Context: an optimization exercise on an open-source flow, tuned for small area and a short achievable clock period. The choices shown serve that exercise and are no tape-out recipe.
Where RTL was checked, it was by simulation tests only, not by an equivalence proof against the original.
Power figures rest on the tool's default switching activity, not on a simulated workload.

v6:
## sprite_table_top
module sprite_table_top (
	input  wire        clk,
	input  wire        rst_n,
	input  wire        write,
	input  wire [38:0] wr_req,  
	input  wire [17:0] check,  
	output logic [31:0] read_data,
	output logic        success
);
clock: 7.0 ns
lec_check: 0
cap_margin: 20
core_margin: 2
core_utilization: 60
setup_slack_margin: 0.2
slew_margin: 20
run.sh (not shown) runs the stock make flow with config.mk's settings and CLKGATE_MAP_FILE= SYNTH_SCRIPT=/design/flow/synth_recipe.tcl, a recipe that flattens the netlist after the stock synthesis.
v6 closes out successfully: all stages finished, all timing, DRC and antenna checks passed.
--- input diff v6..v2 ---
- a change of SETUP_SLACK_MARGIN from 0.2 to 3.5
--- outcome ---
- v6 was routed with fewer vias than v2.
- v2 against v6: aggregate routed wire length up 2.3%; clock-cell share of area was more or less identical; area of the multi-input gates went up.
No run of this note included a check of the RTL's function; only the layout flow was run.

---

The RTL this note starts from:
==> flow/design.v <==
`default_nettype none
package sprite_pkg;
	localparam int COORD_W = 9;  
	localparam int WORD_W  = 32;  
	localparam int INDEX_W = 5;  
	localparam int OFFSET_LSB = 0;
	localparam int Y_LSB      = 9;
	localparam int X_LSB      = 18;
	localparam int ATTR_W     = 3 * COORD_W;  
	localparam logic [WORD_W-1:0] NO_HIT_WORD = 32'h0000_0001;
	typedef enum logic [1:0] {
		FIELD_OFFSET = 2'd0,
		FIELD_Y      = 2'd1,
		FIELD_X      = 2'd2  
	} field_sel_e;
	typedef struct packed {
		logic [COORD_W-1:0] x;  
		logic [COORD_W-1:0] y;  
		logic [COORD_W-1:0] offset;  
	} sprite_attr_t;
	typedef struct packed {
		logic [COORD_W-1:0] x;
		logic [COORD_W-1:0] y;
	} check_t;
	typedef struct packed {
		logic [INDEX_W-1:0] index;  
		field_sel_e         field;
		logic [WORD_W-1:0]  data;  
	} wr_req_t;
endpackage
`default_nettype wire
`timescale 1ns/1ns
`default_nettype none
module sprite_hit_detect (
	input  wire       valid,
	input  wire [8:0] ex,
	input  wire [8:0] ey,
	input  wire [8:0] cx,
	input  wire [3:0] ch,
	input  wire [3:0] chm1,  
	input  wire       chnz,  
	input  wire [4:0] cl,
	input  wire       c_hi,  
	output logic      hit,
	output logic      inh  
);
	function automatic logic le5(input logic [4:0] a, input logic [4:0] b);
		logic gt;
		logic eqh;
		gt  = 1'b0;
		eqh = 1'b1;
		for (int k = 4; k >= 0; k--) begin
			gt  = gt | (eqh & a[k] & ~b[k]);
			eqh = eqh & ~(a[k] ^ b[k]);
		end
		le5 = ~gt;
	endfunction
	wire [5:0] w   = {1'b0, ey[4:0]} + 6'd19;
	wire xe = (ex == cx);
	wire e1 = (ey[8:5] == ch);
	wire e0 = (ey[8:5] == chm1) && chnz;
	wire le = le5(ey[4:0], cl);
	wire gc = le5(cl, w[4:0]);
	wire ge = c_hi ? (w[5] || gc) : (w[5] && gc);
	assign inh = e1;
	assign hit = valid && xe && ((e1 && le && (ge || !c_hi)) || (e0 && ge && !c_hi));
endmodule
`default_nettype wire
`timescale 1ns/1ns
`default_nettype none
module sprite_priority_sel #(
	parameter int N = 31,  
	parameter int W = 15
) (
	input  wire [N:1]     hit,
	input  wire [N*W-1:0] data,  
	output logic          found,
	output logic [W-1:0]  word
);
	localparam int G = (N + 1 + 3) / 4;
	logic [G-1:0] gany;
	logic [W-1:0] gword [G];
	always_comb begin
		for (int g = 0; g < G; g++) begin
			logic seen;
			seen     = 1'b0;
			gword[g] = '0;
			for (int k = 0; k < 4; k++) begin
				int i;
				i = 4 * g + k;
				if (i >= 1 && i <= N) begin
					if (hit[i] && !seen)
						gword[g] = gword[g] | data[(i-1)*W +: W];
					seen = seen || hit[i];
				end
			end
			gany[g] = seen;
		end
	end
	always_comb begin
		found = 1'b0;
		word  = '0;
		for (int g = 0; g < G; g++) begin
			if (gany[g] && !found)
				word = word | gword[g];
			found = found || gany[g];
		end
	end
endmodule
`default_nettype wire
`timescale 1ns/1ns
`default_nettype none
module sprite_table_top (
	input  wire        clk,
	input  wire        rst_n,
	input  wire        write,
	input  wire [38:0] wr_req,  
	input  wire [17:0] check,  
	output logic [31:0] read_data,
	output logic        success
);
	localparam int N = 31;  
	wire [4:0] idx = wr_req[38:34];
	wire [1:0] fld = wr_req[33:32];
	wire [8:0] cx  = check[17:9];
	wire [8:0] cy  = check[8:0];
	logic [8:0] ex [1:N];
	logic [8:0] ey [1:N];
	logic [8:0] eo [1:N];
	logic [N:1] valid;
	wire [8:0] dx = wr_req[26:18] & {9{rst_n}};
	wire [8:0] dy = wr_req[17:9]  & {9{rst_n}};
	wire [8:0] doff = wr_req[8:0] & {9{rst_n}};
	always_ff @(posedge clk) begin
		for (int i = 1; i <= N; i++) begin
			if (!rst_n || (write && idx == 5'(i) && fld == 2'd2)) ex[i] <= dx;
			if (!rst_n || (write && idx == 5'(i) && fld == 2'd1)) ey[i] <= dy;
			if (!rst_n || (write && idx == 5'(i) && fld == 2'd0)) eo[i] <= doff;
			valid[i] <= rst_n && (valid[i] || (write && idx == 5'(i) && fld != 2'd3));
		end
	end
	always_ff @(posedge clk) begin
		success <= rst_n && write && idx != 5'd0 && fld != 2'd3;
	end
	wire [3:0] ch   = cy[8:5];
	wire [4:0] cl   = cy[4:0];
	wire       c_hi = (cl >= 5'd19);
	wire [3:0] chm1 = ch - 4'd1;
	wire       chnz = |ch;
	logic [N:1]      hit;
	logic [N:1]      inh;
	logic [N*18-1:0] data;
	wire             lk = rst_n && !write;  
	for (genvar i = 1; i <= N; i++) begin : g_ent
		sprite_hit_detect hit_i (
			.valid(valid[i] && lk),
			.ex   (ex[i]),
			.ey   (ey[i]),
			.cx   (cx),
			.ch   (ch),
			.chm1 (chm1),
			.chnz (chnz),
			.cl   (cl),
			.c_hi (c_hi),
			.hit  (hit[i]),
			.inh  (inh[i])
		);
		assign data[(i-1)*18 +: 18] = {ey[i], eo[i]};
	end
	logic        found;
	logic [17:0] word;
	sprite_priority_sel #(
		.N(N),
		.W(18)
	) priority_sel_i (
		.hit  (hit),
		.data (data),
		.found(found),
		.word (word)
	);
	always_ff @(posedge clk) begin
		read_data <= {5'b0, cx & {9{found}}, word[17:1], word[0] || !found};
	end
endmodule
`default_nettype wire
clock: 7.0 ns
lec_check: 0
abc_area: 1
cap_margin: 20
core_margin: 2
core_utilization: 60
cts_buf_list: sky130_fd_sc_hd__clkbuf_8
cts_cluster_size: 20
setup_slack_margin: 3.5
slew_margin: 20
Edit:
--- a/flow/config.mk
+++ b/flow/config.mk
@@ -11 +11 @@
-export CORE_UTILIZATION = 60
+export CORE_UTILIZATION = 70
The new run completed with no timing, DRC or antenna violations.
Utilization increases by 9.8 points.
Wire length decreases by about 1.3%.
Hold slack improves by 0.0046 ns.
Design area decreases by about 2%.
First-iteration DRC count increases by about 20%.
Setup slack degrades by 0.066 ns.
Synthesized cell count stays the same.

---

Q:
Another version of the RTL of sprite_table_top (not shown whole).
Size in the first run: roughly 900 flip-flops, ~93 I/O pins, about 45000 um^2 of cells after synthesis.
Design sprite_table_top, start of the top module:
module sprite_table_top (
	input  wire        clk,
	input  wire        rst_n,
	input  wire        write,
	input  wire [38:0] wr_req,  
	input  wire [17:0] check,  
	output logic [31:0] read_data,
	output logic        success
);
make LEC_CHECK=0 CAP_MARGIN=20 CORE_MARGIN=2 CORE_UTILIZATION=40 SETUP_SLACK_MARGIN=3.2 SLEW_MARGIN=20 finish   # period 7.0 ns
Changes in S relative to Q:
- SETUP_SLACK_MARGIN now 0.2, was 3.2
==> comparison <==
- Sort S and Q by area growth from synthesis to layout desc -> top: Q
- S: full flow OK, the timing, design-rule and antenna checks passed
- Q: all stages complete, timing, DRC and antenna checks passed
- For the cell area, S came in about 2.3% lower than Q did.
- Going from Q to S, worst hold slack shrank by 0.0067 ns; initial standard-cell utilization of the core level; clock period minus final worst setup slack now sits higher.
Function was not checked in any run of this note: the RTL went through the layout flow alone.

---

sprite_table_top, a different RTL version from the one above (not shown whole).
Size: about 5400 cells after synthesis, ~93 I/O pins, roughly 49000 um2 of cells after synthesis.
Settings: LEC_CHECK=0, ABC_AREA=1, CAP_MARGIN=20, CORE_MARGIN=2, CORE_UTILIZATION=70, CTS_BUF_LIST=sky130_fd_sc_hd__clkbuf_8, CTS_CLUSTER_SIZE=20, SETUP_SLACK_MARGIN=4.0, SLEW_MARGIN=20; clock period 7.0 ns.
The starting point completed without violations.
Edit:
SETUP_SLACK_MARGIN = 3.5   (was 4.0)
What happened:
- worst hold slack is about the same
- die area stays the same
- global-route usage went down by 4.0 points
- sequential share of layout area went up by 1.7 points
- power went down by 1.4%
- count of clock-buffer cells in the layout is unchanged
- worst setup slack gets better by 220 ps

## afterwards: timing with drivers on the ports
In the flow no input, the clock included, has a driving cell. The finished layouts below were timed again as built, in two steps. Step 1 sets driving cells, clkbuf_16 on the clock port and buf_2 on the other inputs (assumed; they add their load-dependent delay and slew). Step 2 also shifts input and output timing later by t, the mid clock arrival at the registers, as if the neighbouring blocks saw the same clock. Three values: ideal ports, drivers, drivers and shift; two values: the first two.
| run | shift t [ns] | setup slack, ns | hold WS [ns] | pins driven straight from the clock port |
|---|---|---|---|---|
| v6 | 0.720 | 0.397 / 0.444 / -0.276 | 0.469 / 0.469 / 0.469 | 1 |
| v2 | 0.728 | 1.469 / 1.481 / 0.753 | 0.466 / 0.466 / 0.466 | 1 |
| the first run of note 2 | 0.867 | 3.401 / 3.442 / 2.575 | 0.457 / 0.457 / 0.457 | 1 |
| the second run of note 2 | 0.875 | 3.335 / 3.220 / 2.345 | 0.462 / 0.462 / 0.462 | 1 |
| Q | 0.752 | 0.633 / 0.638 / -0.114 | 0.469 / 0.469 / 0.469 | 1 |
| S | 0.740 | 0.394 / 0.438 / -0.302 | 0.462 / 0.462 / 0.462 | 1 |
| the first run of note 4 | 0.891 | 3.146 / 3.065 / 2.175 | 0.459 / 0.459 / 0.459 | 1 |
| the second run of note 4 | 0.885 | 3.363 / 3.390 / 2.505 | 0.461 / 0.461 / 0.461 | 1 |
Met with ideal ports but missed after step 2: setup timing in v6, Q and S. The setup slack of the second run of note 2, which loses most, moves by -0.115 ns with the drivers and by -0.990 ns with both steps.
